From an optimization exercise on the open Yosys and OpenROAD flow, aimed at small area, a short achievable clock period and few clock cycles; shortcuts taken in it are not production practice. Function was checked by simulation only, so behaviour that the tests miss may differ from the original. Power figures rest on the tool's default switching activity, not on a simulated workload.

==> flow/design.v <==
package fdc_pkg;
    localparam logic [1:0] ACT_DIGIT = 2'd0;
    localparam logic [1:0] ACT_OPER  = 2'd1;
    localparam logic [1:0] ACT_APPLY = 2'd2;
    localparam logic [1:0] ACT_CLEAR = 2'd3;
endpackage
module four_digit_calculator_core (
    input  logic        aclk,
    input  logic        aresetn,
    input  logic        s_tvalid,
    output logic        s_tready,
    input  logic [7:0]  s_tdata,
    input  logic [1:0]  s_tuser,
    output logic        m_tvalid,
    input  logic        m_tready,
    output logic [31:0] m_tdata,
    output logic [3:0]  m_tuser
);
    localparam logic [1:0] OP_ADD = 2'd0;
    localparam logic [1:0] OP_MUL = 2'd1;
    localparam logic [1:0] OP_SUB = 2'd2;
    localparam logic [1:0] OP_DIV = 2'd3;
    localparam logic [3:0] ST_IDLE   = 4'd0;
    localparam logic [3:0] ST_MUL    = 4'd1;
    localparam logic [3:0] ST_MULFIN = 4'd2;
    localparam logic [3:0] ST_RED    = 4'd3;
    localparam logic [3:0] ST_NEG    = 4'd4;
    localparam logic [3:0] ST_DCMP   = 4'd5;
    localparam logic [3:0] ST_DIV    = 4'd6;
    localparam logic [3:0] ST_QNEG   = 4'd7;
    localparam logic [3:0] ST_MODFIN = 4'd8;
    localparam logic [3:0] ST_CHKW   = 4'd9;    
    localparam logic [2:0] DM_L = 3'd0;    
    localparam logic [2:0] DM_M = 3'd1;    
    localparam logic [2:0] DM_S = 3'd2;    
    localparam logic [2:0] DM_T = 3'd3;    
    localparam logic [2:0] DM_U = 3'd4;    
    logic       q0_v;
    logic [5:0] q0;               
    logic [3:0] in_dig;
    logic       pop;
    assign in_dig   = (s_tdata[3:0] > 4'd9) ? 4'd9 : s_tdata[3:0];
    assign s_tready = !q0_v || pop;
    always_ff @(posedge aclk) begin
        if (!aresetn) begin
            q0_v <= 1'b0;
        end else if (s_tready) begin
            q0_v <= s_tvalid;
            q0   <= {s_tuser, in_dig};
        end
    end
    logic [31:0] acc;             
    logic [13:0] ent;             
    logic [15:0] bcd;             
    logic [1:0]  opr;             
    logic [31:0] w;               
    logic [3:0]  st;
    logic [4:0]  cnt;
    logic [2:0]  bd;              
    logic        modr;            
    logic        negq;            
    logic        modd;            
    logic [2:0]  dm;              
    logic        vld;             
    logic        show_a, show_e, name_r, fault_r;
    logic [1:0]  h_act;
    logic [3:0]  h_dig;
    logic        idle, out_free, exec;
    logic        h_digit, h_apply;
    assign h_act    = q0[5:4];
    assign h_dig    = q0[3:0];
    assign idle     = (st == ST_IDLE);
    assign out_free = !vld || m_tready;
    assign exec     = q0_v && idle && out_free;
    assign pop      = exec;
    assign h_digit  = (h_act == fdc_pkg::ACT_DIGIT);
    assign h_apply  = (h_act == fdc_pkg::ACT_APPLY);
    logic [16:0] ebits;           
    logic [3:0]  ndig;            
    logic        one_dig, top2;
    logic [2:0]  top_win, first_win, next_win;
    assign ebits = {2'b00, ent, 1'b0};
    always_comb begin
        if      (ent[13])            ndig = 4'd8;
        else if (ent[12:11] != 2'd0) ndig = 4'd7;
        else if (ent[10:9]  != 2'd0) ndig = 4'd6;
        else if (ent[8:7]   != 2'd0) ndig = 4'd5;
        else if (ent[6:5]   != 2'd0) ndig = 4'd4;
        else if (ent[4:3]   != 2'd0) ndig = 4'd3;
        else                         ndig = 4'd2;
    end
    function automatic logic [2:0] win(input logic [16:0] eb, input logic [2:0] i);
        win = eb[{i, 1'b0} +: 3];
    endfunction
    assign one_dig   = (ent[13:1] == 13'd0);
    assign top_win   = win(ebits, 3'(ndig - 4'd1));
    assign top2      = top_win[1] && top_win[0];           
    assign first_win = win(ebits, 3'(ndig - 4'd2));
    assign next_win  = win(ebits, 3'(cnt[2:0] - 3'd1));
    logic [31:0] kmul;
    logic [4:0]  mt;
    assign mt = w[16:12];
    always_comb begin
        kmul = 32'd0;
        if (mt == 5'h1b) kmul = 32'h00015f90;    
        if (mt == 5'h1c) kmul = 32'h00011170;    
        if (mt == 5'h1d) kmul = 32'h0000c350;    
        if (mt == 5'h1e) kmul = 32'h00009c40;    
        if (mt == 5'h1f) kmul = 32'h00004e20;    
        if (mt == 5'h01) kmul = 32'hffffd8f0;    
        if (mt == 5'h02) kmul = 32'hffff8ad0;    
        if (mt == 5'h03) kmul = 32'hffff63c0;    
        if (mt == 5'h04) kmul = 32'hffff15a0;    
        if (mt == 5'h05) kmul = 32'hfffec780;    
        if (mt == 5'h06) kmul = 32'hfffea070;    
        if (mt == 5'h07) kmul = 32'hfffe5250;    
        if (mt == 5'h08) kmul = 32'hfffe0430;    
        if (mt == 5'h09) kmul = 32'hfffddd20;    
        if (mt == 5'h0a) kmul = 32'hfffd8f00;    
        if (mt == 5'h0b) kmul = 32'hfffd40e0;    
    end
    logic [31:0] kfin;
    always_comb begin
        if      (w[17] && w[17:0] < 18'd252144)   kfin = 32'd20000;    
        else if (w[17])                          kfin = 32'd10000;
        else if (w[17:0] < 18'd10000)            kfin = 32'd0;
        else if (w[17:0] < 18'd20000)            kfin = 32'hffffd8f0;    
        else if (w[17:0] < 18'd30000)            kfin = 32'hffffb1e0;    
        else if (w[17:0] < 18'd40000)            kfin = 32'hffff8ad0;    
        else                                     kfin = 32'hffff63c0;    
    end
    logic [31:0] kdig;
    always_comb begin
        case (bcd[15:12])
            4'd1:    kdig = 32'hffffd8f0;
            4'd2:    kdig = 32'hffffb1e0;
            4'd3:    kdig = 32'hffff8ad0;
            4'd4:    kdig = 32'hffff63c0;
            4'd5:    kdig = 32'hffff3cb0;
            4'd6:    kdig = 32'hffff15a0;
            4'd7:    kdig = 32'hfffeee90;
            4'd8:    kdig = 32'hfffec780;
            4'd9:    kdig = 32'hfffea070;
            default: kdig = 32'd0;
        endcase
        kdig[3] = h_dig[3];
    end
    logic [31:0] x, y, k, s;
    logic        inv;
    logic        bneg;
    logic [13:0] dvs;
    logic        abit;
    assign bneg = bd[2] && !(bd[1] && bd[0]);
    assign dvs  = modd ? 14'd10000 : ent;
    always_comb begin
        case (dm)
            DM_L:    abit = acc[31];
            DM_M:    abit = acc[23];
            DM_S:    abit = acc[13];
            DM_T:    abit = acc[7];
            default: abit = acc[3];
        endcase
    end
    logic sx_acc, sx_entd, sx_w4, sx_w, sx_wab;
    logic sy_ent, sy_ent2, sy_acc, sy_acc2, sy_dvs;
    logic sinv, sdiv, sk_dig, sk_mul, sk_fin, sk_red, sk_mod;
    always_comb begin
        x = ({32{sx_acc}}  & acc)
          | ({32{sx_entd}} & {15'd0, ent, h_dig[2:0]})        
          | ({32{sx_w4}}   & {w[29:0], 2'b00})
          | ({32{sx_w}}    & w)
          | ({32{sx_wab}}  & {w[30:0], abit});
        y = ({32{sy_ent}}  & {18'd0, ent})
          | ({32{sy_ent2}} & {17'd0, ent, 1'b0})              
          | ({32{sy_acc}}  & acc)
          | ({32{sy_acc2}} & {acc[30:0], 1'b0})
          | ({32{sy_dvs}}  & {18'd0, dvs});
        inv = sinv || (sdiv && !w[31]);
        k = ({32{sk_dig}} & kdig)
          | ({32{sk_mul}} & kmul)
          | ({32{sk_fin}} & kfin)
          | ({32{sk_red}} & 32'hffffd8f0)                     
          | ({32{sk_mod && w[31]}} & 32'd10000);
    end
    assign s = x + (inv ? ~y : y) + {31'd0, inv} + {12'd0, k[19:0]};
    logic [31:0] s_small;         
    assign s_small = {18'd0, s[13:0]};
    logic acc_zero, ent_zero, acc_neg, s_neg, qb;
    assign ent_zero = (ent == 14'd0);
    assign acc_zero = (acc == 32'd0);
    assign acc_neg  = acc[31];
    assign s_neg    = s[31];
    logic  add_ge, near_min, small_neg;
    assign add_ge    = ({1'b0, acc[13:0]} + {1'b0, ent}) >= 15'd10000;
    assign near_min  = (acc[31:14] == 18'h20000);
    assign small_neg = (acc[31:17] == 15'h7fff);
    assign qb       = !s[31];
    logic  acc_lt_ent;
    assign acc_lt_ent = (acc[31:14] == 18'd0) && (acc[13:0] < ent);
    logic [31:0] acc_nx, w_nx;
    logic [13:0] ent_nx;
    logic [3:0]  st_nx;
    logic [4:0]  cnt_nx;
    logic [2:0]  bd_nx;
    logic        modr_nx, negq_nx, modd_nx;
    logic [2:0]  dm_nx;
    logic        fin, fin_fault, divgo;
    always_comb begin
        acc_nx    = acc;
        w_nx      = s;            
        ent_nx    = ent;
        st_nx     = st;
        cnt_nx    = cnt;
        bd_nx     = bd;
        modr_nx   = modr;
        negq_nx   = negq;
        modd_nx   = modd;
        dm_nx     = dm;
        fin       = 1'b0;
        fin_fault = 1'b0;
        divgo     = 1'b0;
        case (st)
            ST_IDLE: begin
                if (exec) begin
                    case (h_act)
                        fdc_pkg::ACT_DIGIT: ent_nx = s[13:0];
                        fdc_pkg::ACT_CLEAR: begin
                            ent_nx = 14'd0;
                            acc_nx = 32'd0;
                        end
                        fdc_pkg::ACT_APPLY: begin
                            case (opr)
                                OP_ADD: begin
                                    acc_nx = s;
                                    ent_nx = 14'd0;
                                    if (!acc_neg && add_ge) st_nx = ST_RED;
                                    else                    fin   = 1'b1;
                                end
                                OP_SUB: begin
                                    acc_nx = s;
                                    ent_nx = 14'd0;
                                    w_nx   = 32'd0;
                                    if (near_min) st_nx = ST_CHKW;
                                    else          fin   = 1'b1;
                                end
                                OP_MUL: begin
                                    modr_nx = !acc_neg;
                                    if (ent_zero || acc_zero) begin
                                        acc_nx = 32'd0;
                                        ent_nx = 14'd0;
                                        fin    = 1'b1;
                                    end else begin
                                        if (one_dig) begin
                                            w_nx  = s;        
                                            st_nx = ST_MULFIN;
                                        end else if (top2) begin
                                            w_nx   = 32'd0;
                                            st_nx  = ST_MUL;
                                            cnt_nx = 5'(ndig - 4'd1);
                                            bd_nx  = top_win;
                                        end else begin
                                            w_nx   = s;       
                                            st_nx  = ST_MUL;
                                            cnt_nx = 5'(ndig - 4'd2);
                                            bd_nx  = first_win;
                                        end
                                    end
                                end
                                default: begin   
                                    modd_nx = 1'b0;
                                    negq_nx = acc_neg;
                                    if (ent_zero) begin
                                        fin       = 1'b1;    
                                        fin_fault = 1'b1;
                                    end else if (acc_neg) begin
                                        acc_nx = s;           
                                        st_nx  = ST_DCMP;
                                    end else if (acc_lt_ent) begin
                                        acc_nx = 32'd0;       
                                        ent_nx = 14'd0;
                                        fin    = 1'b1;
                                    end else begin
                                        divgo = 1'b1;
                                    end
                                end
                            endcase
                        end
                        default: ;
                    endcase
                end
            end
            ST_MUL: begin
                w_nx   = s;
                bd_nx  = next_win;
                cnt_nx = cnt - 5'd1;
                if (cnt[2:0] == 3'd0) begin
                    if (modr || !small_neg) begin
                        st_nx = ST_MULFIN;
                    end else begin
                        acc_nx = s;
                        ent_nx = 14'd0;
                        st_nx  = ST_IDLE;
                        fin    = 1'b1;
                    end
                end
            end
            ST_MULFIN: begin
                acc_nx = modr ? s_small : s;
                ent_nx = 14'd0;
                w_nx   = 32'd0;
                if (!modr && !w[31]) begin
                    st_nx   = ST_DIV;
                    modd_nx = 1'b1;
                    negq_nx = 1'b0;
                    dm_nx   = DM_L;
                    cnt_nx  = 5'd31;
                    w_nx    = 32'd0;
                end else begin
                    st_nx = ST_IDLE;
                    fin   = 1'b1;
                end
            end
            ST_DCMP: begin
                if (acc_lt_ent) begin
                    acc_nx = 32'd0;
                    ent_nx = 14'd0;
                    st_nx  = ST_IDLE;
                    fin    = 1'b1;
                end else begin
                    divgo = 1'b1;
                end
            end
            ST_DIV: begin
                w_nx   = s;
                case (dm)
                    DM_L:    acc_nx = {acc[30:0], qb};
                    DM_M:    acc_nx = {acc[31:24], acc[22:0], qb};
                    DM_S:    acc_nx = {acc[31:14], acc[12:0], qb};
                    DM_T:    acc_nx = {acc[31:8], acc[6:0], qb};
                    default: acc_nx = {acc[31:4], acc[2:0], qb};
                endcase
                cnt_nx = cnt - 5'd1;
                if (cnt == 5'd0) begin
                    ent_nx = 14'd0;
                    if (modd)      st_nx = ST_MODFIN;
                    else if (negq) st_nx = ST_QNEG;
                    else begin
                        st_nx = ST_IDLE;
                        fin   = 1'b1;
                    end
                end
            end
            ST_NEG: begin
                acc_nx = s;
                st_nx  = ST_DCMP;
            end
            ST_CHKW: begin
                if (!acc_neg) begin
                    st_nx   = ST_DIV;
                    modd_nx = 1'b1;
                    negq_nx = 1'b0;
                    dm_nx   = DM_L;
                    cnt_nx  = 5'd31;
                    w_nx    = 32'd0;
                end else begin
                    st_nx = ST_IDLE;
                    fin   = 1'b1;
                end
            end
            default: begin   
                acc_nx = (st == ST_QNEG) ? s : s_small;
                st_nx  = ST_IDLE;
                fin    = 1'b1;
            end
        endcase
        if (divgo) begin
            st_nx = ST_DIV;
            if (acc[31:24] != 8'd0) begin
                dm_nx  = DM_L;
                cnt_nx = 5'd31;
                w_nx   = 32'd0;
            end else if (acc[23:14] != 10'd0) begin
                dm_nx  = DM_M;
                cnt_nx = 5'd23;
                w_nx   = 32'd0;
            end else if (ent[13:10] != 4'd0) begin
                dm_nx  = DM_U;
                cnt_nx = 5'd3;
                w_nx   = {22'd0, acc[13:4]};
                acc_nx = {acc[31:14], 10'd0, acc[3:0]};
            end else if (ent[13:6] != 8'd0) begin
                dm_nx  = DM_T;
                cnt_nx = 5'd7;
                w_nx   = {26'd0, acc[13:8]};
                acc_nx = {acc[31:14], 6'd0, acc[7:0]};
            end else begin
                dm_nx  = DM_S;
                cnt_nx = 5'd13;
                w_nx   = 32'd0;
            end
        end
    end
    logic [1:0] opr_nx, nh_act;
    logic       idle_n, dig_n, app_n, as_n, md_n, bneg_n, bsel1_n, bsel2_n;
    always_comb begin
        opr_nx = opr;
        if (exec && h_act == fdc_pkg::ACT_OPER)  opr_nx = opr + 2'd1;
        if (exec && h_act == fdc_pkg::ACT_CLEAR) opr_nx = OP_ADD;
    end
    assign nh_act  = s_tready ? s_tuser : h_act;
    assign idle_n  = (st_nx == ST_IDLE);
    assign dig_n   = idle_n && (nh_act == fdc_pkg::ACT_DIGIT);
    assign app_n   = idle_n && (nh_act != fdc_pkg::ACT_DIGIT);
    assign as_n    = app_n && !opr_nx[0];                  
    assign md_n    = app_n && opr_nx[0];                   
    assign bneg_n  = bd_nx[2] && !(bd_nx[1] && bd_nx[0]);
    assign bsel1_n = (bd_nx[0] != bd_nx[1]);
    assign bsel2_n = (bd_nx == 3'b011) || (bd_nx == 3'b100);
    always_ff @(posedge aclk) begin
        sx_acc  <= as_n || (st_nx == ST_RED) || (st_nx == ST_DCMP);
        sx_entd <= dig_n;
        sx_w4   <= (st_nx == ST_MUL);
        sx_w    <= (st_nx == ST_MULFIN) || (st_nx == ST_MODFIN);
        sx_wab  <= (st_nx == ST_DIV);
        sy_ent  <= as_n || (st_nx == ST_DCMP);
        sy_ent2 <= dig_n;
        sy_acc  <= md_n || (st_nx == ST_NEG) || (st_nx == ST_QNEG) || ((st_nx == ST_MUL) && bsel1_n);
        sy_acc2 <= (st_nx == ST_MUL) && bsel2_n;
        sy_dvs  <= (st_nx == ST_DIV);
        sinv    <= (app_n && opr_nx[1]) || (st_nx == ST_NEG) || (st_nx == ST_QNEG) || (st_nx == ST_DCMP)
                   || ((st_nx == ST_MUL) && bneg_n);
        sdiv    <= (st_nx == ST_DIV);
        sk_dig  <= dig_n;
        sk_mul  <= (st_nx == ST_MUL) && modr_nx;
        sk_fin  <= (st_nx == ST_MULFIN) && modr_nx;
        sk_red  <= (st_nx == ST_RED);
        sk_mod  <= (st_nx == ST_MODFIN);
    end
    always_ff @(posedge aclk) begin
        if (!aresetn) begin
            acc     <= 32'd0;
            ent     <= 14'd0;
            bcd     <= 16'd0;
            opr     <= OP_ADD;
            st      <= ST_IDLE;
            vld     <= 1'b0;
            show_a  <= 1'b0;
            show_e  <= 1'b0;
            name_r  <= 1'b0;
            fault_r <= 1'b0;
        end else begin
            acc <= acc_nx;
            ent <= ent_nx;
            if (exec) begin
                if (h_digit) bcd <= {bcd[11:0], h_dig};
                else if (h_act != fdc_pkg::ACT_OPER) bcd <= 16'd0;
            end
            st  <= st_nx;
            opr <= opr_nx;
            if (exec && !h_apply) begin
                vld     <= 1'b1;
                show_a  <= 1'b0;
                show_e  <= h_digit;
                name_r  <= (h_act == fdc_pkg::ACT_OPER);
                fault_r <= 1'b0;
            end else if (fin) begin
                vld     <= 1'b1;
                show_a  <= 1'b1;
                show_e  <= 1'b0;
                name_r  <= 1'b0;
                fault_r <= fin_fault;
            end else if (m_tready) begin
                vld <= 1'b0;
            end
        end
    end
    always_ff @(posedge aclk) begin
        w    <= w_nx;
        cnt  <= cnt_nx;
        bd   <= bd_nx;
        modr <= modr_nx;
        negq <= negq_nx;
        modd <= modd_nx;
        dm   <= dm_nx;
    end
    assign m_tvalid = vld;
    assign m_tdata  = ({32{show_a}} & acc) | ({32{show_e}} & {18'd0, ent});
    assign m_tuser  = {fault_r, name_r, opr};
endmodule
==> flow/run.sh <==
#!/bin/bash
# synth_recipe.tcl (not shown) runs the flow's synth.tcl, then flattens the netlist and writes it again
# the make line also repeats each setting of config.mk as NAME=value (left out here)
make -C /OpenROAD-flow-scripts/flow DESIGN_CONFIG=/design/flow/config.mk WORK_HOME=/design/flow/orfs CLKGATE_MAP_FILE= SYNTH_SCRIPT=/design/flow/synth_recipe.tcl finish
==> flow/config.mk <==
export PLATFORM = sky130hd
export DESIGN_NAME = four_digit_calculator_core
export DESIGN_NICKNAME = four_digit_calculator_core
export VERILOG_FILES = /design/flow/design.v
export SDC_FILE = /design/flow/constraint.sdc
export NUM_CORES = 4
export LEC_CHECK = 0
export CAP_MARGIN = 20
export CORE_MARGIN = 2
export CORE_UTILIZATION = 40
export SETUP_SLACK_MARGIN = 5
export SLEW_MARGIN = 20
==> flow/constraint.sdc <==
create_clock -name core_clock -period 10.0 [get_ports {aclk}]
set_input_delay 2.0000 -clock core_clock [delete_from_list [all_inputs] [get_ports {aclk}]]
set_output_delay 2.0000 -clock core_clock [all_outputs]
set_load 0.01 [all_outputs]
==> results of run 1 <==
## layer usage
layer	vias to the layer above	GRT usage, %
li1	6794	-
met1	7178	40.8
met3	142	5.81
met5	-	0
met4	2	13.5
met2	886	44.6
## worst reg2reg max path, cell delays in order (launching register included)
cell,delay (ps)
dfxtp_4,380
nor4_4,290
nor2_2,90
nor4b_4,290
nand2b_4,200
nor2_4,60
or2_4,260
a221o_1,360
fa_1,500
ha_4,320
o2111ai_4,150
a2111oi_4,470
nor3_4,90
buf_12,150
o311ai_4,370
nand2_2,110
o21a_1,220
o211a_4,260
and2_4,140
o221a_4,200
## metrics by stage
step                total power, mW  util [%]  cells  setup WS, ps
floorplan                     0.737         -   1842          5080
global placement              0.788      42.9   2225          3940
detailed placement            0.790      42.9   2225          3900
CTS                            1.45      45.3   2263          4930
global route                   1.50      46.8   2282          4790
finish                         1.46      46.8   2282          4990
## what timing repair did
action                                  4_1_cts  5_1_grt
cloned                                        0        1
endpoints found under the setup margin       54       47
gates resized for setup                      44       76
pin swaps                                    15       44
buffers inserted                              6       18
## final cells by class
cell class / instances / area, sq um / area share (%)
multi-input combinational: 1441 / 10500 / 64.8
sequential: 153 / 3240 / 20.0
timing repair buffer: 109 / 967 / 5.96
tap: 455 / 569 / 3.51
clock buffer: 19 / 433 / 2.67
inverter: 92 / 345 / 2.13
clock inverter: 13 / 155 / 0.957
## how the worst max path moves through the flow
| stage | from | to | slack [ps] |
|---|---|---|---|
| 2_1_floorplan | w[6]$_DFF_P_ | acc[0]$_SDFFE_PN0P_ | 5080 |
| 3_3_place_gp | w[15]$_SDFF_PP0_ | acc[0]$_SDFFE_PN0P_ | 3940 |
| 3_5_place_dp | w[15]$_SDFF_PP0_ | acc[0]$_SDFFE_PN0P_ | 3900 |
| 4_1_cts | w[15]$_SDFF_PP0_ | acc[0]$_SDFFE_PN0P_ | 4930 |
| 5_1_grt | w[9]$_DFF_P_ | acc[30]$_SDFFE_PN0P_ | 4790 |
| 6_report | w[4]$_DFF_P_ | acc[0]$_SDFFE_PN0P_ | 4990 |
## synthesized netlist by cell type, drive strengths merged (20+ instances only)
cell type,n
ha,89
a221oi,33
xor2,34
a22o,23
nor2,163
a21o,23
nor4,20
clkbuf,129
buf,28
nand2,154
a22oi,109
o21ai,113
dfxtp,137
inv,92
a222oi,34
nor2b,23
xnor2,37
nand3,40
a21oi,138
nand2b,32
nor3,36
and2,41
## registers in the layout (all words and copies together) (netlist names), 2 cells and up
register	count
bcd	16
dm	3
w	32
ent	14
kdig	14
bd	3
st	4
q0	6
cnt	5
opr	2
acc	32
## cells by family (layout without fill, tap and decap cells)
| kind of cell | count (synthesis) | count (layout) | share of synthesized area, % |
|---|---|---|---|
| compound gates | 661 | 661 | 33.1 |
| xor+xnor | 71 | 71 | 4.40 |
| buf+inv | 249 | 233 | 6.88 |
| fa+ha+maj | 108 | 108 | 10.6 |
| flops | 153 | 153 | 22.8 |
| simple gates | 581 | 582 | 20.3 |
| mux | 19 | 19 | 1.90 |
## power breakdown
part	switching [mW]	leakage (nW)	internal (mW)
sequential	0.0206	1.26	0.630
clock	0.296	0.278	0.375
combinational	0.0969	4.93	0.0422
==> reports/summary.txt, run 1 <==
WL met3 - 5840 microns
post-synthesis async set-or-reset flop share - 0%
Setup CP Type - reg -> reg
post-synthesis cell count - 1842
Post-synth EDFFs - 16
share of cells above drive strength 1 - 12.3%
Worst Tran Pin Value - 1230 ps
HP Class - reg -> reg
GPL Wtd Cong - 1.00
Hold Crit Depth - 2
Startpoint Class - flip-flop
Synth area leader - dfxtp_1
clock sink count - 153
Skew-Pair Late Insertion Delay - 440 ps
via total after detailed routing - 15002
r2r startpoint - w[4]$_DFF_P_
Synth Warn # - 1
Hold Path Sink - bcd[6]$_SDFFE_PN0P_
Die ar. - 36800 sq um
logic depth of the worst path, buffers included - 19
antenna violations before repair - 1
Slew headroom - 16.6%
Final #Nets - 1936
ranking of synthesized cells by area - dfxtp_1, ha_1, a22oi_1
crit-path leading delay family - compound AO/OA/AOI/OAI gates
Detailed Route WL - 55600 microns
Tmin final - 5010 ps
core area - 34600 sq um
Clock Root Buffer - clkbuf_16
min-delay src - bcd[2]$_SDFFE_PN0P_
final hold slack - 500 ps
post-synthesis sequential area ratio - 22.8%
die width - 192 microns
Critical Path Fanout Max - 6
setup total negative slack - 0 ps
Worst VDD drop - 0.122 mV
worst reg2reg path depth - 19
DR WL met2 - 23800 microns
Hold Fails Final Rpt - 0
Slowest-stage cell, CP - fa_1
most common cell after layout, fill and taps aside - nor2_1
Max Cap Viol - 0
Crit. End Element - flip-flop
Num CTS Buffers - 17
Highest Signal Layer - met5
Power Density - 90.1 nW/um^2
RSZ-0062 raised after global routing - true
drt first pass iters - 7
leakage power - 6.47 nW
Post-DP HPWL - 39400 microns
CTS H-tree depth - 4
die height - 192 microns
R2R Path End - acc[0]$_SDFFE_PN0P_
Initial Util - 40.8%
routed length per placed instance - 24.4 microns
top cell type's share of synthesized area - 19.4%
global-route wire length before repair - 83800 microns
CTS tree - yes
# hold bufs at CTS - 0
critical path arrival - 5350 ps
Post-Syn Area - 14100 sq um
Area after DPL - 14800 sq um
most frequent cells in the layout - nor2_1, nand2_1, a21oi_1
Port Buf Inserts - 47
vias in the first global route - 13875
synthesized area per cell - 7.67 sq um
row count - 68
Yosys reg bits - 153
Mapped Nets - 1964
# DRC - 0
M1 WL - 23600 microns
Synth cell types - 100
FMAX - 0.200 GHz
Detailed Route Iter0 Violations - 1907
Pins Over Slew Limit - 0
Vias per Instance - 6.57
ys flop type - dfxtp_1
Req. time, crit path - 10340 ps
status - complete, no violations
endpoints failing setup - 0
worst path bufs/invs - 1
clock buffer depth - 2
Final Cell Area - 16200 sq um
ANT cells - 0
area added between synthesis and finish - 14.8%
post-route ant nets - 0
Final Cycle Share - 50.1%
CP Cell Sequence - nor4_4, nor2_2, nor4b_4, nand2b_4, nor2_4, or2_4, a221o_1, fa_1, ha_4, o2111ai_4, a2111oi_4, nor3_4, buf_12, o311ai_4, nand2_2, o21a_1, o211a_4, and2_4, o221a_4
fill cell count - 3345
Setup Skew - 12.5 ps
I/O pin count - 52
slack of the worst reg-to-reg path - 4990 ps
Crit path largest cell delay - 500 ps
Total Routing Usage GR - 29.6%
pin count of the biggest net entering global routing - 46
Congestion Overflow GR - 0
clock-pin slew on the worst setup and hold paths - 70 ps
Testbench counts, summed over its fixed seeds: cycles 4,468.
==> run 2: changes to the inputs <==
--- a/flow/config.mk
+++ b/flow/config.mk
@@ -12 +12,2 @@
 export SLEW_MARGIN = 20
+export TNS_END_PERCENT = 5
==> reports/summary.txt, run 2 <==
via total after detailed routing - 14973
most frequent cells in the layout - nor2_1, nand2_1, a21oi_1
Mapped Nets - 1964
clock sink count - 153
Setup CP Type - reg -> reg
setup total negative slack - 0 ps
GPL Wtd Cong - 1.00
Synth Warn # - 1
Startpoint Class - flip-flop
Hold Fails Final Rpt - 0
row count - 68
top-count cell post-synth - nor2_1
Worst Tran Pin Value - 1200 ps
endpoints failing setup - 0
area added between synthesis and finish - 13.5%
Synth cell types - 100
Req. time, crit path - 10340 ps
Post-DP HPWL - 39400 microns
share of cells above drive strength 1 - 11.1%
Synth Area in XOR/XNOR - 4.40%
global-route wire length before repair - 83800 microns
ANT cells - 0
HP Class - reg -> reg
post-synthesis sequential area ratio - 22.8%
Congestion Overflow GR - 0
Sw Share - 28.3%
FMAX - 0.201 GHz
Int Pwr - 1.05 mW
ys flop type - dfxtp_1
Crit. End Element - flip-flop
Final #Nets - 1928
CTS tree - yes
critical path arrival - 5320 ps
Vias per Instance - 6.58
post-route ant nets - 0
synthesized area per cell - 7.67 sq um
Post-synth top cells - nor2_1, nand2_1, a21oi_1
vias in the first global route - 13847
routed length per placed instance - 24.3 microns
switching pwr - 0.413 mW
Setup Skew - 13.4 ps
Slew headroom - 18.8%
Flop pwr share - 44.6%
top cell type's share of synthesized area - 19.4%
clock-pin slew on the worst setup and hold paths - 70 ps
Layout Cells excl Fill - 2274
Worst VDD drop - 0.123 mV
Yosys reg bits - 153
clock share of power - 46.1%
post-synthesis cell count - 1842
biggest regs - acc x32, w x32, bcd x16
I/O pin count - 52
drt first pass iters - 6
main combinational cell family by area after synthesis - compound AO/OA/AOI/OAI gates
Synth Area in Adders - 10.6%
Tmin final - 4970 ps
Post-synth EDFFs - 16
Synth area leader - dfxtp_1
Synth Area in Compound Gates - 33.1%
post-synthesis async set-or-reset flop share - 0%
core area - 34600 sq um
leakage power - 6.39 nW
# hold bufs at CTS - 0
Final Cycle Share - 49.7%
Max Cap Viol - 0
CTS H-tree depth - 4
Num CTS Buffers - 17
mux cell area share after synthesis - 1.90%
Post-Syn Area - 14100 sq um
RSZ-0062 raised after global routing - true
Power Density - 91.0 nW/um^2
Skew-Pair Late Insertion Delay - 440 ps
Pins Over Slew Limit - 0
status - complete, no violations
die width - 192 microns
pin count of the biggest net entering global routing - 46
antenna violations before repair - 1
Comb power frac - 9.3%
ranking of synthesized cells by area - dfxtp_1, ha_1, a22oi_1
Detailed Route WL - 55300 microns
Port Buf Inserts - 47
Initial Util - 40.8%
Detailed Route Iter0 Violations - 2018
# DRC - 0
Total Routing Usage GR - 29.6%
most common cell after layout, fill and taps aside - nor2_1
die height - 192 microns
clock buffer depth - 2
post-layout util - 46.3%
Placed Cells - 2225
Die ar. - 36800 sq um
Clock Root Buffer - clkbuf_16
Critical Path Fanout Max - 11
Synth Area in Simple Gates - 20.3%
[run 2: cell counts after synthesis]
No cell type changed its count.
[run 2: worst paths after layout]
kind	start	end	slack, ps	cells after the start
setup / recovery	w[17]$_SDFF_PP0_	acc[0]$_SDFFE_PN0P_	5030	17
hold / removal	bcd[2]$_SDFFE_PN0P_	bcd[6]$_SDFFE_PN0P_	500	2
hold reg to reg	bcd[2]$_SDFFE_PN0P_	bcd[6]$_SDFFE_PN0P_	500	2
setup reg to reg	w[17]$_SDFF_PP0_	acc[0]$_SDFFE_PN0P_	5030	17
[run 2: area by class of cell]
type	instances	area [sq um]
fillers	3367	18600
multi-input cells	1440	10400
clock inverters	13	155
well taps	455	569
repair buffers	102	898
clock buffers	19	433
inverters	92	345
flip-flops and latches	153	3240
[run 2: power groups by stage]
stage               sequential (mW)  clock (mW)  combinational [mW]
global route                  0.651       0.701               0.145
CTS                           0.650       0.674               0.130
global placement              0.663           0               0.125
detailed placement            0.664           0               0.126
finish                        0.650       0.672               0.136
floorplan                     0.651           0              0.0862
[run 2: critical path: stages, from the launching register on]
cell       delay [ps]
dfxtp_2           410
or3_4             390
nor4b_4           280
nand2b_4          210
nor2_4             60
or2_4             260
a221o_1           360
fa_1              500
ha_4              320
o2111ai_4         150
a2111oi_4         460
nor3_4            140
o311ai_4          400
nand2_2           100
o21a_1            200
o211a_1           270
and2_4            160
o221a_4           200
[run 2: per-layer routing]
layer | track usage [%] | part of all wire, % | up-vias
met5 | 0 | 0.024 | -
met4 | 13.0 | 3.9 | 2
met3 | 5.39 | 10 | 111
met2 | 44.9 | 43 | 835
met1 | 41.0 | 43 | 7243
li1 | - | - | 6782
[run 2: timing repair]
item,4_1_cts,5_1_grt
setup endpoints to repair,54,59
pin swaps,9,32
gates cloned,0,0
buffers inserted,5,12
gates resized for setup,38,57
[run 2: stage by stage]
step	hold slack (ps)	power [mW]	instance area, sq um	setup slack (ps)
after floorplan	466	0.737	14100	5080
after global placement	473	0.788	14800	3940
after detailed placement	483	0.790	14800	3900
after CTS	501	1.45	15700	4930
after global routing	534	1.50	16000	4840
final	499	1.46	16000	5030
[run 2: logic make-up (layout without fill, tap and decap cells)]
family | after synthesis | count (layout)
AO/OA/AOI/OAI | 661 | 661
XOR/XNOR | 71 | 71
adder cells (fa/ha/maj) | 108 | 108
buffers and inverters | 249 | 226
flip-flops | 153 | 153
multiplexers | 19 | 19
AND/OR/NAND/NOR | 581 | 581
==> run 3: changes to the inputs <==
--- a/flow/config.mk
+++ b/flow/config.mk
@@ -7,2 +7,3 @@
 export LEC_CHECK = 0
+export ABC_AREA = 1
 export CAP_MARGIN = 20
@@ -12,2 +13 @@
 export SLEW_MARGIN = 20
-export TNS_END_PERCENT = 5
==> reports/summary.txt, run 3 <==
synthesized area per cell - 6.33 sq um
top cell type's share of synthesized area - 17.9%
area added between synthesis and finish - 13.3%
most frequent cells in the layout - nand2_1, inv_1, a21oi_1
routed length per placed instance - 23.1 microns
Mapped Nets - 2540
pin count of the biggest net entering global routing - 48
endpoints failing setup - 0
Synth area leader - dfxtp_1
Pins Over Slew Limit - 0
fill cell count - 4079
# DRC - 0
Total Routing Usage GR - 34.3%
clock-pin slew on the worst setup and hold paths - 70 ps
Die ar. - 39900 sq um
Post-synth EDFFs - 16
die height - 200 microns
Port Buf Inserts - 47
Initial Util - 40.7%
post-route ant nets - 0
top-count cell post-synth - nand2_1
Vias per Instance - 6.07
Num CTS Buffers - 17
Worst VDD drop - 0.112 mV
Critical Path Fanout Max - 2
Detailed Route WL - 68400 microns
Req. time, crit path - 8000 ps
clock sink count - 153
status - complete, no violations
row count - 71
Max Cap Viol - 0
global-route wire length before repair - 101000 microns
area taken by multi-input logic gates - 10600 sq um
HP Class - reg -> reg
setup total negative slack - 0 ps
GPL Wtd Cong - 0.978
I/O pin count - 52
Power Density - 115 nW/um^2
Startpoint Class - primary input
Crit. End Element - output port
post-layout util - 46.0%
post-synthesis cell count - 2418
FMAX - 0.203 GHz
ANT cells - 0
ranking of synthesized cells by area - dfxtp_1, nand2_1, inv_1
Final #Nets - 2556
Critical path origin - m_tready
Congestion Overflow GR - 0
vias in the first global route - 16493
Yosys reg bits - 153
Worst Tran Pin Value - 1030 ps
r2r startpoint - sy_acc2$_DFF_P_
via total after detailed routing - 17965
post-synthesis sequential area ratio - 21.0%
Slowest-stage cell, CP - clkdlybuf4s50_1
Post-DP HPWL - 50800 microns
drt first pass iters - 6
Reg area - 3240 sq um
ys flop type - dfxtp_1
Area after DPL - 16200 sq um
Post-synth top cells - nand2_1, inv_1, a21oi_1
core area - 37700 sq um
Setup CP Type - in -> out
clock buffer depth - 2
Clock Root Buffer - clkbuf_16
crit-path leading delay family - buffers and inverters
most common cell after layout, fill and taps aside - nand2_1
CP Cell Sequence - clkdlybuf4s50_1, inv_1, nand2_2, nand3_4, nand2_4, clkbuf_2
CTS tree - yes
CTS H-tree depth - 4
die width - 200 microns
post-synthesis async set-or-reset flop share - 0%
Tmin final - 4920 ps
# hold bufs at CTS - 0
RSZ-0062 raised after global routing - true
antenna violations before repair - 0
critical path arrival - 2920 ps
Final Cycle Share - 49.2%
Skew-Pair Late Insertion Delay - 470 ps
biggest regs - acc x32, w x32, bcd x16
worst path bufs/invs - 3
Synth cell types - 67
Crit path largest cell delay - 460 ps
final hold slack - 462 ps
min-delay src - name_r$_SDFFE_PN0P_
Slew headroom - 31.2%
Setup Skew - 13.2 ps
share of cells above drive strength 1 - 8.99%
Hold Fails Final Rpt - 0
leakage power - 7.90 nW
Final Cell Area - 17300 sq um
Post-Syn Area - 15300 sq um
Detailed Route Iter0 Violations - 2411
Synth Warn # - 1
[run 3: changes by cell type after synthesis, sizes merged, moves of 38 or more]
cell	previous run	this run
clkbuf	129	68
nor2	163	220
nand2	154	480
inv	92	378
o21ai	113	204
a21oi	138	231
a22oi	109	8
o22ai	9	84
nand3	40	112
and2	41	3
[run 3: worst min-delay path: stages (launching register included)]
cell	delay [ps]
dfxtp_1	310
nand2_1	60
a21oi_1	50
[run 3: power breakdown]
group | internal [mW] | switching (mW)
sequential | 0.659 | 0.0585
clock | 0.337 | 0.338
combinational | 0.172 | 0.434
[run 3: metal layers]
layer | track usage, % | share of wire [%] | up-vias
met5 | 0 | 0 | -
met4 | 20.6 | 6.4 | 0
met3 | 7.58 | 9.7 | 220
met2 | 50.1 | 42 | 1036
met1 | 45.9 | 42 | 8464
li1 | - | - | 8245
[run 3: cell type report]
type	instances	area share, %
Clock buffer	19	2.55
Timing Repair Buffer	93	4.72
Timing Repair inverter	1	0.0289
Sequential cell	153	18.7
Clock inverter	13	0.736
Tap cell	511	3.69
Multi-Input combinational cell	1777	61.0
Inverter	391	8.60
[run 3: through the flow]
stage	total power [mW]	setup slack (ps)	cells
5_1_grt	2.07	4850	2958
3_5_place_dp	1.28	4260	2899
4_1_cts	1.96	4890	2937
3_3_place_gp	1.28	4370	2899
6_report	2.00	5080	2958
2_1_floorplan	1.08	5580	2418
[run 3: worst paths after layout]
check,endpoint,cells after the start,slack (ps)
max,s_tready,6,5080
min reg2reg,name_r$_SDFFE_PN0P_,2,460
max reg2reg,acc[21]$_SDFFE_PN0P_,21,5100
min,name_r$_SDFFE_PN0P_,2,460
[run 3: logic make-up after synthesis]
logic type      Yosys count  synth area share, %
simple gates            890                 25.1
compound gates          715                 28.2
buf+inv                 489                 12.3
flops                   153                 21.0
fa+ha+maj               108                 9.76
xor+xnor                 63                 3.60
[run 3: what timing repair did]
action	in CTS	in global routing
cloned	2	0
resized for setup	27	75
buffers inserted	4	21
endpoints found under the setup margin	50	59
pin swaps	4	7
==> run 4: changes to the inputs <==
--- a/flow/design.v
+++ b/flow/design.v
@@ -32,7 +32,4 @@
     localparam logic [3:0] ST_CHKW   = 4'd9;    
-    localparam logic [2:0] DM_L = 3'd0;    
-    localparam logic [2:0] DM_M = 3'd1;    
-    localparam logic [2:0] DM_S = 3'd2;    
-    localparam logic [2:0] DM_T = 3'd3;    
-    localparam logic [2:0] DM_U = 3'd4;    
+    localparam logic DM_L = 1'b0;    
+    localparam logic DM_S = 1'b1;    
     logic       q0_v;
@@ -62,3 +59,3 @@
     logic        modd;            
-    logic [2:0]  dm;              
+    logic        dm;              
     logic        vld;             
@@ -155,9 +152,3 @@
     always_comb begin
-        case (dm)
-            DM_L:    abit = acc[31];
-            DM_M:    abit = acc[23];
-            DM_S:    abit = acc[13];
-            DM_T:    abit = acc[7];
-            default: abit = acc[3];
-        endcase
+        abit = (dm == DM_S) ? acc[13] : acc[31];
     end
@@ -205,3 +196,3 @@
     logic        modr_nx, negq_nx, modd_nx;
-    logic [2:0]  dm_nx;
+    logic        dm_nx;
     logic        fin, fin_fault, divgo;
@@ -334,9 +325,3 @@
                 w_nx   = s;
-                case (dm)
-                    DM_L:    acc_nx = {acc[30:0], qb};
-                    DM_M:    acc_nx = {acc[31:24], acc[22:0], qb};
-                    DM_S:    acc_nx = {acc[31:14], acc[12:0], qb};
-                    DM_T:    acc_nx = {acc[31:8], acc[6:0], qb};
-                    default: acc_nx = {acc[31:4], acc[2:0], qb};
-                endcase
+                acc_nx = (dm == DM_S) ? {acc[31:14], acc[12:0], qb} : {acc[30:0], qb};
                 cnt_nx = cnt - 5'd1;
@@ -377,3 +362,3 @@
             st_nx = ST_DIV;
-            if (acc[31:24] != 8'd0) begin
+            if (acc[31:14] != 18'd0) begin
                 dm_nx  = DM_L;
@@ -381,16 +366,2 @@
                 w_nx   = 32'd0;
-            end else if (acc[23:14] != 10'd0) begin
-                dm_nx  = DM_M;
-                cnt_nx = 5'd23;
-                w_nx   = 32'd0;
-            end else if (ent[13:10] != 4'd0) begin
-                dm_nx  = DM_U;
-                cnt_nx = 5'd3;
-                w_nx   = {22'd0, acc[13:4]};
-                acc_nx = {acc[31:14], 10'd0, acc[3:0]};
-            end else if (ent[13:6] != 8'd0) begin
-                dm_nx  = DM_T;
-                cnt_nx = 5'd7;
-                w_nx   = {26'd0, acc[13:8]};
-                acc_nx = {acc[31:14], 6'd0, acc[7:0]};
             end else begin
--- a/flow/config.mk
+++ b/flow/config.mk
@@ -7,3 +7,2 @@
 export LEC_CHECK = 0
-export ABC_AREA = 1
 export CAP_MARGIN = 20
@@ -13 +12,2 @@
 export SLEW_MARGIN = 20
+export TNS_END_PERCENT = 0
==> reports/summary.txt, run 4 <==
Slowest-stage cell, CP - fa_1
Final Cycle Share - 50.5%
fill cell count - 3087
Yosys reg bits - 151
Total Routing Usage GR - 25.7%
ranking of synthesized cells by area - dfxtp_1, ha_1, a22oi_1
Slew headroom - 37.8%
post-synthesis cell count - 1645
Die ar. - 33600 sq um
Critical Path Fanout Max - 6
CP Cell Sequence - nor4_2, o21ai_1, a21oi_2, nand2b_4, nor2_1, a222oi_1, nand3_1, fa_1, ha_4, o21ai_0, nor2_1, or4_4, a32oi_4, a21boi_2, or3_4, a31oi_4, xnor2_2, a2bb2oi_1, a21oi_1
top-count cell post-synth - nand2_1
biggest regs - acc x32, w x32, bcd x16
Initial Util - 40.7%
Req. time, crit path - 10320 ps
Post-synth top cells - nand2_1, nor2_1, dfxtp_1
Mapped Nets - 1767
die width - 183 microns
RSZ-0062 raised after global routing - true
routed length per placed instance - 21.4 microns
synthesized area per cell - 7.83 sq um
clock share of power - 20.9%
Hold Crit Depth - 2
CTS tree - yes
Num CTS Buffers - 17
row count - 65
status - complete, no violations
ANT cells - 0
most frequent cells in the layout - nand2_1, nor2_1, dfxtp_1
min-delay src - name_r$_SDFFE_PN0P_
top cell type's share of synthesized area - 21.3%
endpoints failing setup - 0
dpl ws - 4250 ps
Detailed Route Iter0 Violations - 1632
clock-pin slew on the worst setup and hold paths - 70 ps
die height - 183 microns
area added between synthesis and finish - 12.6%
I/O pin count - 52
Congestion Overflow GR - 0
share of cells above drive strength 1 - 7.55%
Max Cap Viol - 0
grt met2 use - 40.3%
Setup CP Type - reg -> reg
Final #Nets - 1739
r2r startpoint - w[4]$_SDFF_PP0_
worst reg2reg path depth - 19
pin count of the biggest net entering global routing - 78
# DRC - 0
FMAX - 0.198 GHz
Post-synth EDFFs - 14
HP Class - reg -> reg
post-synthesis sequential area ratio - 24.6%
Synth area leader - dfxtp_1
post-synthesis async set-or-reset flop share - 0%
Worst VDD drop - 0.159 mV
critical path arrival - 5370 ps
Hold Path Sink - name_r$_SDFFE_PN0P_
Setup Skew - 9.36 ps
vias in the first global route - 11589
GPL Wtd Cong - 0.953
R2R Path End - acc[31]$_SDFFE_PN0P_
slack of the worst reg-to-reg path - 4950 ps
Flop pwr share - 28.6%
global-route wire length before repair - 67500 microns
CTS H-tree depth - 4
Startpoint Class - flip-flop
post-route ant nets - 0
Post-Syn Area - 12900 sq um
Skew-Pair Late Insertion Delay - 440 ps
clock buffer depth - 2
Crit path largest cell delay - 630 ps
Clock Root Buffer - clkbuf_16
Synth Warn # - 1
worst setup margin - 4950 ps
clock sink count - 151
Detailed Route WL - 43500 microns
Power Density - 249 nW/um^2
most used cell, CP - nor2_1
Hold Fails Final Rpt - 0
crit-path leading delay family - compound AO/OA/AOI/OAI gates
drt first pass iters - 8
setup total negative slack - 0 ps
Port Buf Inserts - 47
Pins Over Slew Limit - 0
leakage power - 6.02 nW
Post-DP HPWL - 30800 microns
Tmin final - 5050 ps
via total after detailed routing - 12688
Sw Share - 46.7%
Int Pwr - 1.93 mW
Synth cell types - 83
ys flop type - dfxtp_1
Comb power frac - 50.6%
Top Usage Layer GRT - met2
grt met1 use - 36.6%
M3 GR Usage - 4.05%
most common cell after layout, fill and taps aside - nand2_1
Worst Tran Pin Value - 919 ps
antenna violations before repair - 0
core area - 31600 sq um
Crit. End Element - flip-flop
switching pwr - 1.69 mW
worst path bufs/invs - 0
Vias per Instance - 6.24
[run 4: area by class of cell]
| type | count | area (sq um) | area share (%) |
|---|---|---|---|
| multi-input cells | 1305 | 9200 | 63.5 |
| flip-flops and latches | 151 | 3170 | 21.9 |
| repair buffers | 79 | 707 | 4.88 |
| well taps | 402 | 503 | 3.47 |
| clock buffers | 18 | 429 | 2.96 |
| clock inverters | 14 | 244 | 1.68 |
| inverters | 63 | 236 | 1.63 |
[run 4: how the worst max path moves through the flow]
stage,slack (ps),cells past startpoint,to,startpoint
after CTS,4940,20,acc[31]$_SDFFE_PN0P_,w[4]$_SDFF_PP0_
after floorplan,5250,20,acc[29]$_SDFFE_PN0P_,w[6]$_SDFF_PP0_
after global routing,4750,18,acc[27]$_SDFFE_PN0P_,w[4]$_SDFF_PP0_
after detailed placement,4250,17,acc[31]$_SDFFE_PN0P_,w[12]$_SDFF_PP0_
after global placement,4300,5,s_tready,m_tready
final,4950,19,acc[31]$_SDFFE_PN0P_,w[4]$_SDFF_PP0_
[run 4: cell families after synthesis]
group	Yosys count	share of synthesized area, %
xor gates and xnor gates	72	4.90
AOI/OAI and AO/OA	539	29.9
adders and majority gates	108	11.6
DFF	151	24.6
muxes	22	1.94
and+or+nand+nor	564	21.4
buffers and inverters	189	5.69
[run 4: power groups by stage]
stage / registers, mW / clock network [mW] / logic [mW]
4_1_cts: 1.02 / 0.761 / 1.75
5_1_grt: 1.05 / 0.791 / 2.00
3_3_place_gp: 1.03 / 0 / 1.70
2_1_floorplan: 0.853 / 0 / 1.38
6_report: 1.03 / 0.753 / 1.83
3_5_place_dp: 1.03 / 0 / 1.72
[run 4: worst register-to-register path, cell delays in order, from the launching register on]
cell	delay, ps
dfxtp_2	370
nor4_2	270
o21ai_1	120
a21oi_2	200
nand2b_4	180
nor2_1	70
a222oi_1	440
nand3_1	210
fa_1	630
ha_4	240
o21ai_0	150
nor2_1	100
or4_4	450
a32oi_4	330
a21boi_2	130
or3_4	410
a31oi_4	200
xnor2_2	150
a2bb2oi_1	200
a21oi_1	80
[run 4: stage by stage]
step           total power [mW]  area [sq um]  instances  hold slack [ps]  util, %
6_report                   3.61         14500       2032              455     45.8
5_1_grt                    3.84         14500       2032              498     45.8
4_1_cts                    3.53         14400       2028              457     45.4
3_5_place_dp               2.75         13600       1992              444     42.9
3_3_place_gp               2.73         13600       1992              443     42.9
2_1_floorplan              2.24         12900       1645              429        -
[run 4: routing by layer]
layer  part of all wire, %  up-vias  wire (microns)
met5                     0        -               0
met4                   1.6        0             680
met3                   7.9       50            3430
met2                    45      566           19600
met1                    46     6050           19800
li1                      -     6022               -
[run 4: repair_timing]
item                       in CTS  in global routing
setup endpoints to repair      24                 44
gates resized for setup        27                 23
buffers inserted                4                  4
hold buffers                    0                  0
pin swaps                       8                  7
Testbench counts of run 4, summed over its fixed seeds: cycles 4,700.
==> run 5: changes to the inputs <==
--- a/flow/config.mk
+++ b/flow/config.mk
@@ -10,4 +10,5 @@
 export CORE_UTILIZATION = 40
+export PLACE_DENSITY = 0.75
 export SETUP_SLACK_MARGIN = 5
 export SLEW_MARGIN = 20
-export TNS_END_PERCENT = 0
+export TNS_END_PERCENT = 5
==> reports/summary.txt, run 5 <==
Total Routing Usage GR - 24.5%
status - complete, no violations
pin count of the biggest net entering global routing - 78
Synth cell types - 83
via total after detailed routing - 13166
GPL Wtd Cong - 0.990
row count - 65
Max Cap Viol - 0
most frequent cells in the layout - nand2_1, nor2_1, dfxtp_1
Startpoint Class - primary input
r2r startpoint - w[4]$_SDFF_PP0_
Final Cell Area - 14400 sq um
Req. time, crit path - 10340 ps
fill cell count - 3036
Slew headroom - 35.8%
post-synthesis async set-or-reset flop share - 0%
Die ar. - 33600 sq um
Worst Tran Pin Value - 948 ps
Hold Fails Final Rpt - 0
core area - 31600 sq um
worst path bufs/invs - 2
Tmin final - 4980 ps
critical path arrival - 5320 ps
Post-DP HPWL - 29200 microns
logic depth of the worst path, buffers included - 12
Vias per Instance - 6.50
worst reg2reg path depth - 20
ANT cells - 0
area taken by multi-input logic gates - 9210 sq um
Skew-Pair Late Insertion Delay - 440 ps
top cell type's share of synthesized area - 21.3%
area added between synthesis and finish - 11.9%
crit-path leading delay family - simple AND/OR/NAND/NOR gates
Post-Syn Area - 12900 sq um
Setup CP Type - in -> reg
Critical Path Fanout Max - 12
ys flop type - dfxtp_1
routed length per placed instance - 20.6 microns
Detailed Route WL - 41800 microns
drt first pass iters - 6
FMAX - 0.201 GHz
Crit. End Element - flip-flop
Post-synth top cells - nand2_1, nor2_1, dfxtp_1
slack of the worst reg-to-reg path - 5100 ps
vias in the first global route - 12286
share of cells above drive strength 1 - 7.20%
post-route ant nets - 0
Clock Root Buffer - clkbuf_16
RSZ-0062 raised after global routing - true
clock-pin slew on the worst setup and hold paths - 70 ps
HP Class - reg -> reg
CTS H-tree depth - 4
setup total negative slack - 0 ps
top-count cell post-synth - nand2_1
Worst VDD drop - 0.154 mV
Slowest-stage cell, CP - or4b_1
Reg area - 3180 sq um
Detailed Route Iter0 Violations - 1925
# DRC - 0
Port Buf Inserts - 47
Congestion Overflow GR - 0
CTS tree - yes
post-synthesis cell count - 1645
R2R Path End - acc[31]$_SDFFE_PN0P_
clock sink count - 151
end of the critical path - sx_acc$_DFF_P_
Num CTS Buffers - 17
biggest regs - acc x32, w x32, bcd x16
Yosys reg bits - 151
Final #Nets - 1734
die height - 183 microns
Crit path largest cell delay - 570 ps
synthesized area per cell - 7.83 sq um
I/O pin count - 52
leakage power - 6.00 nW
Area after DPL - 13500 sq um
Critical path origin - m_tready
CP Cell Sequence - clkdlybuf4s50_1, nand2b_4, nand3_4, buf_4, or4b_1, a21boi_1, nand2_1, o311a_1, nor4_1, and2_2, mux2_1, a21o_1
clock buffer depth - 2
Initial Util - 40.7%
Synth area leader - dfxtp_1
global-route wire length before repair - 66200 microns
Synth Warn # - 1
die width - 183 microns
Mapped Nets - 1767
Post-synth EDFFs - 14
Setup Skew - 9.41 ps
most common cell after layout, fill and taps aside - nand2_1
Final Cycle Share - 49.8%
endpoints failing setup - 0
post-layout util - 45.5%
Pins Over Slew Limit - 0
post-synthesis sequential area ratio - 24.6%
Power Density - 246 nW/um^2
antenna violations before repair - 0
ranking of synthesized cells by area - dfxtp_1, ha_1, a22oi_1
run 5: cell counts after synthesis:
Identical to the previous run, type by type.
run 5: repair_timing:
action | 4_1_cts | 5_1_grt
gates resized for setup | 25 | 30
endpoints found under the setup margin | 21 | 44
hold buffers | 0 | 0
pin swaps | 6 | 15
buffers inserted | 5 | 4
hold endpoints to repair | 0 | 0
run 5: kinds of logic after synthesis:
kind of cell,share of synthesized area (%)
simple gates,21.4
compound gates,29.9
buf+inv,5.69
flops,24.6
fa+ha+maj,11.6
xor+xnor,4.90
mux,1.94
run 5: routing by layer:
metal / GRT usage (%) / wire length, microns
met1: 32.4 / 17200
met2: 39.0 / 18800
met3: 3.42 / 4050
met4: 12.5 / 1730
met5: 0 / 0
run 5: how the worst min path moves through the flow:
| stage | start | depth (start not counted) | slack [ps] | to |
|---|---|---|---|---|
| after floorplan | name_r$_SDFFE_PN0P_ | 2 | 430 | name_r$_SDFFE_PN0P_ |
| after global placement | name_r$_SDFFE_PN0P_ | 2 | 450 | name_r$_SDFFE_PN0P_ |
| after detailed placement | name_r$_SDFFE_PN0P_ | 2 | 450 | name_r$_SDFFE_PN0P_ |
| after CTS | name_r$_SDFFE_PN0P_ | 2 | 460 | name_r$_SDFFE_PN0P_ |
| after global routing | name_r$_SDFFE_PN0P_ | 2 | 500 | name_r$_SDFFE_PN0P_ |
| final | name_r$_SDFFE_PN0P_ | 2 | 460 | name_r$_SDFFE_PN0P_ |
run 5: power by group:
group          switching (mW)  internal, mW  leakage [nW]
sequential              0.283         0.747          1.25
combinational            1.12         0.705          4.44
clock                   0.277         0.408         0.305
run 5: tightest hold or removal path, delay by kind of cell, from the launching register on:
family / cells / cell delay (ps)
AND/OR/NAND/NOR: 1 / 50
flip-flops: 1 / 310
AO/OA/AOI/OAI: 1 / 50
run 5: final cells by class:
cell class / instances / area share, %
multi-input combinational: 1305 / 63.9
clock buffer: 19 / 3.14
inverter: 63 / 1.64
timing repair buffer: 74 / 4.60
clock inverter: 13 / 1.16
sequential: 151 / 22.1
tap: 402 / 3.49
run 5: metrics by stage:
stage	setup WS (ps)	std cells	power, mW	hold slack (ps)
detailed placement	4230	1986	2.72	453
CTS	4980	2023	3.43	464
global route	4810	2027	3.75	502
global placement	4240	1986	2.68	445
floorplan	5250	1645	2.24	429
finish	5020	2027	3.54	462
==> run 6: changes to the inputs <==
--- a/flow/config.mk
+++ b/flow/config.mk
@@ -10,3 +10,2 @@
 export CORE_UTILIZATION = 40
-export PLACE_DENSITY = 0.75
 export SETUP_SLACK_MARGIN = 5
==> reports/summary.txt, run 6 <==
ANT cells - 0
Area after DPL - 13600 sq um
Detailed Route Iter0 Violations - 1691
Post-synth EDFFs - 14
Final Cycle Share - 50.1%
worst reg2reg path depth - 19
Power Density - 249 nW/um^2
vias in the first global route - 11589
# DRC - 0
switching pwr - 1.69 mW
Crit path largest cell delay - 580 ps
Synth area leader - dfxtp_1
Synth cell types - 83
post-synthesis async set-or-reset flop share - 0%
clock buffer depth - 2
Setup Skew - 8.60 ps
Worst VDD drop - 0.157 mV
Post-DP HPWL - 30800 microns
top cell type's share of synthesized area - 21.3%
endpoints failing setup - 0
ranking of synthesized cells by area - dfxtp_1, ha_1, a22oi_1
Mapped Nets - 1767
CP Cell Sequence - clkdlybuf4s50_1, nand2b_4, nand3_4, buf_4, or4b_1, a21boi_1, nand2_1, o311a_1, nor4_1, and2_2, mux2_1, a21o_1
Yosys reg bits - 151
setup total negative slack - 0 ps
Synth Warn # - 1
Port Buf Inserts - 47
Tmin final - 5010 ps
I/O pin count - 52
Skew-Pair Late Insertion Delay - 440 ps
Hold Crit Depth - 2
area added between synthesis and finish - 12.9%
Placed Cells - 1992
CTS H-tree depth - 4
most common cell after layout, fill and taps aside - nand2_1
Flop pwr share - 28.6%
Layout Cells excl Fill - 2032
Max Cap Viol - 0
synthesized area per cell - 7.83 sq um
post-route ant nets - 0
Int Pwr - 1.93 mW
Num CTS Buffers - 17
Final Cell Area - 14500 sq um
status - complete, no violations
final hold slack - 456 ps
leakage power - 6.03 nW
Req. time, crit path - 10330 ps
Post-Syn Area - 12900 sq um
pin count of the biggest net entering global routing - 78
Worst Tran Pin Value - 933 ps
Startpoint Class - primary input
Critical Path Fanout Max - 12
post-synthesis cell count - 1645
fill cell count - 3085
clock sink count - 151
die width - 183 microns
clock share of power - 20.8%
Crit. End Element - flip-flop
via total after detailed routing - 12767
Congestion Overflow GR - 0
Sw Share - 46.6%
die height - 183 microns
critical path arrival - 5350 ps
Initial Util - 40.7%
most frequent cells in the layout - nand2_1, nor2_1, dfxtp_1
clock-pin slew on the worst setup and hold paths - 60 ps
post-synthesis sequential area ratio - 24.6%
routed length per placed instance - 21.4 microns
FMAX - 0.199 GHz
core area - 31600 sq um
row count - 65
Detailed Route WL - 43600 microns
HP Class - reg -> reg
RSZ-0062 raised after global routing - true
Final #Nets - 1739
ys flop type - dfxtp_1
Die ar. - 33600 sq um
Comb power frac - 50.6%
Pins Over Slew Limit - 0
Design Power - 3.62 mW
biggest regs - acc x32, w x32, bcd x16
Slowest-stage cell, CP - or4b_1
top-count cell post-synth - nand2_1
Slew headroom - 37.2%
antenna violations before repair - 0
share of cells above drive strength 1 - 7.91%
GPL Wtd Cong - 0.953
Setup CP Type - in -> reg
drt first pass iters - 10
Total Routing Usage GR - 25.7%
Hold Fails Final Rpt - 0
Vias per Instance - 6.28
CTS tree - yes
global-route wire length before repair - 67500 microns
Clock Root Buffer - clkbuf_16
Post-synth top cells - nand2_1, nor2_1, dfxtp_1
## run 6: cell count changes in the layout (fill, tap and decap cells not counted), sizes merged
cell,previous run,this run
buf,29,33
bufinv,3,6
clkbuf,19,18
clkdlybuf4s15,0,1
clkinv,6,2
clkinvlp,1,2
inv,66,67
## run 6: repair_timing
action,in CTS,in global routing
hold buffers,0,0
setup endpoints to repair,24,44
pin swaps,8,10
buffers inserted,4,4
cloned,0,0
gates resized for setup,27,36
## run 6: worst max-delay path: cells and delay by family
kind | cells | cell delay [ps]
AOI/OAI and AO/OA | 3 | 600
buffers and inverters | 2 | 640
muxes | 1 | 400
and+or+nand+nor | 6 | 1700
## run 6: path summary, 6_finish.rpt
check / startpoint / to / slack, ps
worst min register to register: name_r$_SDFFE_PN0P_ / name_r$_SDFFE_PN0P_ / 460
worst min-delay path: name_r$_SDFFE_PN0P_ / name_r$_SDFFE_PN0P_ / 460
worst max register to register: w[4]$_SDFF_PP0_ / acc[31]$_SDFFE_PN0P_ / 5030
worst max-delay path: m_tready / sx_acc$_DFF_P_ / 4990
## run 6: cell type report
class	instances	area, sq um	share of cell area, %
Timing Repair Buffer	79	711	4.89
Clock buffer	18	429	2.95
Inverter	63	236	1.63
Clock inverter	14	244	1.68
Sequential cell	151	3180	21.9
Multi-Input combinational cell	1305	9240	63.5
Tap cell	402	503	3.46
## run 6: routing by layer
layer  wire length [microns]  share of wire [%]  track usage, %
met1                   20000                 46            36.6
met2                   19600                 45            40.3
met3                    3340                7.7            4.05
met4                     667                1.5            6.50
met5                       0                  0               0
## run 6: metrics by stage
step	util (%)	setup WS, ps
floorplan	-	5250
global placement	42.9	4300
detailed placement	42.9	4250
CTS	45.4	4940
global route	46.0	4800
finish	46.0	4990
## run 6: power by group through the flow
stage                     clock (mW)  sequential [mW]  combinational [mW]
after floorplan                    0            0.853                1.38
after global placement             0             1.03                1.70
after detailed placement           0             1.03                1.72
after CTS                      0.761             1.02                1.75
after global routing           0.791             1.05                2.01
final                          0.753             1.04                1.83
## run 6: cell families after synthesis
logic type               Yosys count  share of synthesized area (%)
AO/OA/AOI/OAI                    539                           29.9
XOR/XNOR                          72                           4.90
adder cells (fa/ha/maj)          108                           11.6
buffers and inverters            189                           5.69
flip-flops                       151                           24.6
multiplexers                      22                           1.94
AND/OR/NAND/NOR                  564                           21.4
==> run 7: changes to the inputs <==
--- a/flow/config.mk
+++ b/flow/config.mk
@@ -10,2 +10,5 @@
 export CORE_UTILIZATION = 40
+export CTS_BUF_LIST = sky130_fd_sc_hd__clkbuf_4 sky130_fd_sc_hd__clkbuf_8
+export CTS_CLUSTER_SIZE = 30
+export PLACE_DENSITY = 0.75
 export SETUP_SLACK_MARGIN = 5
==> reports/summary.txt, run 7 <==
crit-path leading delay family - compound AO/OA/AOI/OAI gates
Total Routing Usage GR - 24.2%
Crit path largest cell delay - 510 ps
post-route ant nets - 0
HP Class - reg -> reg
Tmin final - 4960 ps
Synth cell types - 83
endpoints failing setup - 0
clock-pin slew on the worst setup and hold paths - 90 ps
Pins Over Slew Limit - 0
Synth Area in Simple Gates - 21.4%
Worst VDD drop - 0.123 mV
die height - 183 microns
core area - 31600 sq um
routed length per placed instance - 20.5 microns
most used cell, CP - buf_4
most frequent cells in the layout - nand2_1, nor2_1, dfxtp_1
Crit. End Element - flip-flop
Synth area leader - dfxtp_1
Port Buf Inserts - 47
post-layout util - 45.0%
Congestion Overflow GR - 0
Slew headroom - 36.6%
Synth Area in XOR/XNOR - 4.90%
post-synthesis async set-or-reset flop share - 0%
Power Density - 236 nW/um^2
biggest regs - acc x32, w x32, bcd x16
Setup CP Type - reg -> reg
Max Cap Viol - 0
Critical Path Fanout Max - 6
row count - 65
vias in the first global route - 12213
worst setup margin - 5040 ps
Synth Area in Adders - 11.6%
Skew-Pair Late Insertion Delay - 460 ps
antenna violations before repair - 0
area added between synthesis and finish - 10.7%
setup total negative slack - 0 ps
Detailed Route Iter0 Violations - 1913
mux cell area share after synthesis - 1.94%
top-count cell post-synth - nand2_1
# DRC - 0
# hold bufs at CTS - 0
die width - 183 microns
critical path arrival - 5320 ps
main combinational cell family by area after synthesis - compound AO/OA/AOI/OAI gates
Vias per Instance - 6.48
Hold Fails Final Rpt - 0
via total after detailed routing - 13129
CTS H-tree depth - 4
Die ar. - 33600 sq um
synthesized area per cell - 7.83 sq um
top cell type's share of synthesized area - 21.3%
global-route wire length before repair - 65600 microns
GPL Wtd Cong - 0.990
Yosys reg bits - 151
Slowest-stage cell, CP - fa_1
Post-DP HPWL - 29200 microns
status - complete, no violations
clock sink count - 151
Post-Syn Area - 12900 sq um
Post-synth EDFFs - 14
I/O pin count - 52
Initial Util - 40.7%
worst path bufs/invs - 3
post-synthesis sequential area ratio - 24.6%
clock buffer depth - 2
Mapped Nets - 1767
Worst Tran Pin Value - 949 ps
Detailed Route WL - 41600 microns
Final #Nets - 1733
Post-synth top cells - nand2_1, nor2_1, dfxtp_1
dpl ws - 4230 ps
CP Cell Sequence - a211o_1, a21o_1, a21oi_1, o21ai_2, o311ai_1, fa_1, ha_1, a211oi_2, nor2_2, or4_4, a32oi_4, buf_4, buf_4, a21oi_1, nor2b_1, buf_4, xor2_1, o211ai_1, o211a_1
ranking of synthesized cells by area - dfxtp_1, ha_1, a22oi_1
most common cell after layout, fill and taps aside - nand2_1
Startpoint Class - flip-flop
Synth Area in Compound Gates - 29.9%
Clock Root Buffer - clkbuf_8
ys flop type - dfxtp_1
Req. time, crit path - 10360 ps
Synth Warn # - 1
post-synthesis cell count - 1645
ANT cells - 0
Final Cycle Share - 49.6%
Num CTS Buffers - 17
leakage power - 5.89 nW
CTS tree - yes
drt first pass iters - 13
share of cells above drive strength 1 - 7.51%
RSZ-0062 raised after global routing - true
Setup Skew - 14.8 ps
pin count of the biggest net entering global routing - 78
FMAX - 0.202 GHz
==> run 7: changes by cell type in the layout (fill, tap and decap cells not counted), moves of 2 or more <==
cell,change
a21oi_2,-2
buf_4,-5
bufinv_16,-3
clkbuf_16,-17
clkbuf_8,+19
clkinv_4,+3
inv_6,-2
o21ai_0,-2
==> run 7: report_power, final <==
group	total [mW]	internal (mW)	switching [mW]
combinational	1.83	0.704	1.12
sequential	1.03	0.746	0.283
clock	0.514	0.263	0.251
==> run 7: stage by stage <==
step / hold WS (ps) / std cells / area (sq um) / power, mW
final: 462 / 2026 / 14200 / 3.37
after global routing: 506 / 2026 / 14200 / 3.58
after CTS: 466 / 2022 / 14000 / 3.26
after detailed placement: 453 / 1986 / 13500 / 2.72
after global placement: 445 / 1986 / 13500 / 2.68
after floorplan: 429 / 1645 / 12900 / 2.24
==> run 7: layer usage <==
layer / vias to the layer above / wire length [microns] / global-route usage, %
met2: 846 / 18700 / 38.7
met3: 127 / 4200 / 3.20
met1: 6132 / 17000 / 32.4
met5: - / 0 / 0
li1: 6024 / - / -
met4: 0 / 1700 / 11.5
==> run 7: timing repair <==
item / 4_1_cts / 5_1_grt
gates resized for setup: 25 / 40
gates cloned: 0 / 0
setup buffers: 4 / 4
pin swaps: 4 / 18
setup endpoints to repair: 21 / 44
==> run 7: logic make-up (layout without fill, tap and decap cells) <==
family | Yosys count | count (layout)
xor+xnor | 72 | 72
fa+ha+maj | 108 | 108
buf+inv | 189 | 168
flops | 151 | 151
simple gates | 564 | 564
mux | 22 | 22
compound gates | 539 | 539
==> run 7: tightest hold or removal path, stage by stage, from the launching register on <==
cell	delay (ps)
dfxtp_1	320
nand2_1	50
o21ai_1	50
==> run 7: final cells by class <==
class	instances	area (sq um)
fill	3056	17400
multi-input combinational	1305	9240
sequential	151	3180
timing repair buffer	73	656
tap	402	503
clock buffer	19	262
inverter	63	236
clock inverter	13	166
==> run 7: worst paths after layout <==
kind | from | to | slack (ps) | cells past startpoint
setup reg to reg | w[4]$_SDFF_PP0_ | acc[23]$_SDFFE_PN0P_ | 5040 | 19
setup / recovery | w[4]$_SDFF_PP0_ | acc[23]$_SDFFE_PN0P_ | 5040 | 19
hold / removal | name_r$_SDFFE_PN0P_ | name_r$_SDFFE_PN0P_ | 460 | 2
hold reg to reg | name_r$_SDFFE_PN0P_ | name_r$_SDFFE_PN0P_ | 460 | 2

==> what the ideal ports hide <==
Ports are ideal in the flow. The routed layouts listed here were re-timed in OpenROAD. Step 1, drivers: a clkbuf_16 drives aclk and a buf_2 each remaining input, both assumed. Step 2 times the ports against the registers' clock, not the clock port: input delays grow and output delays shrink by t, the midpoint of the rising clock arrivals with the driver on. Three values: ideal, step 1, step 2; two values: the first two.
run	shift t [ns]	setup WS [ns]	worst register clock-pin slew, ns
run 1	0.484	4.988 / 4.988 / 4.714	0.07 / 0.07
run 2	0.485	5.025 / 5.010 / 4.592	0.07 / 0.07
run 3	0.522	5.076 / 5.049 / 4.749	0.08 / 0.08
run 4	0.485	4.951 / 4.951 / 4.540	0.07 / 0.07
run 5	0.486	5.016 / 5.034 / 4.551	0.07 / 0.07
run 6	0.483	4.987 / 4.990 / 4.529	0.07 / 0.07
run 7	0.500	5.043 / 5.041 / 4.598	0.09 / 0.09
After both steps every run listed still meets setup and hold. The setup slack of run 5, which loses most, moves by +0.018 ns with the drivers and by -0.465 ns with both steps.
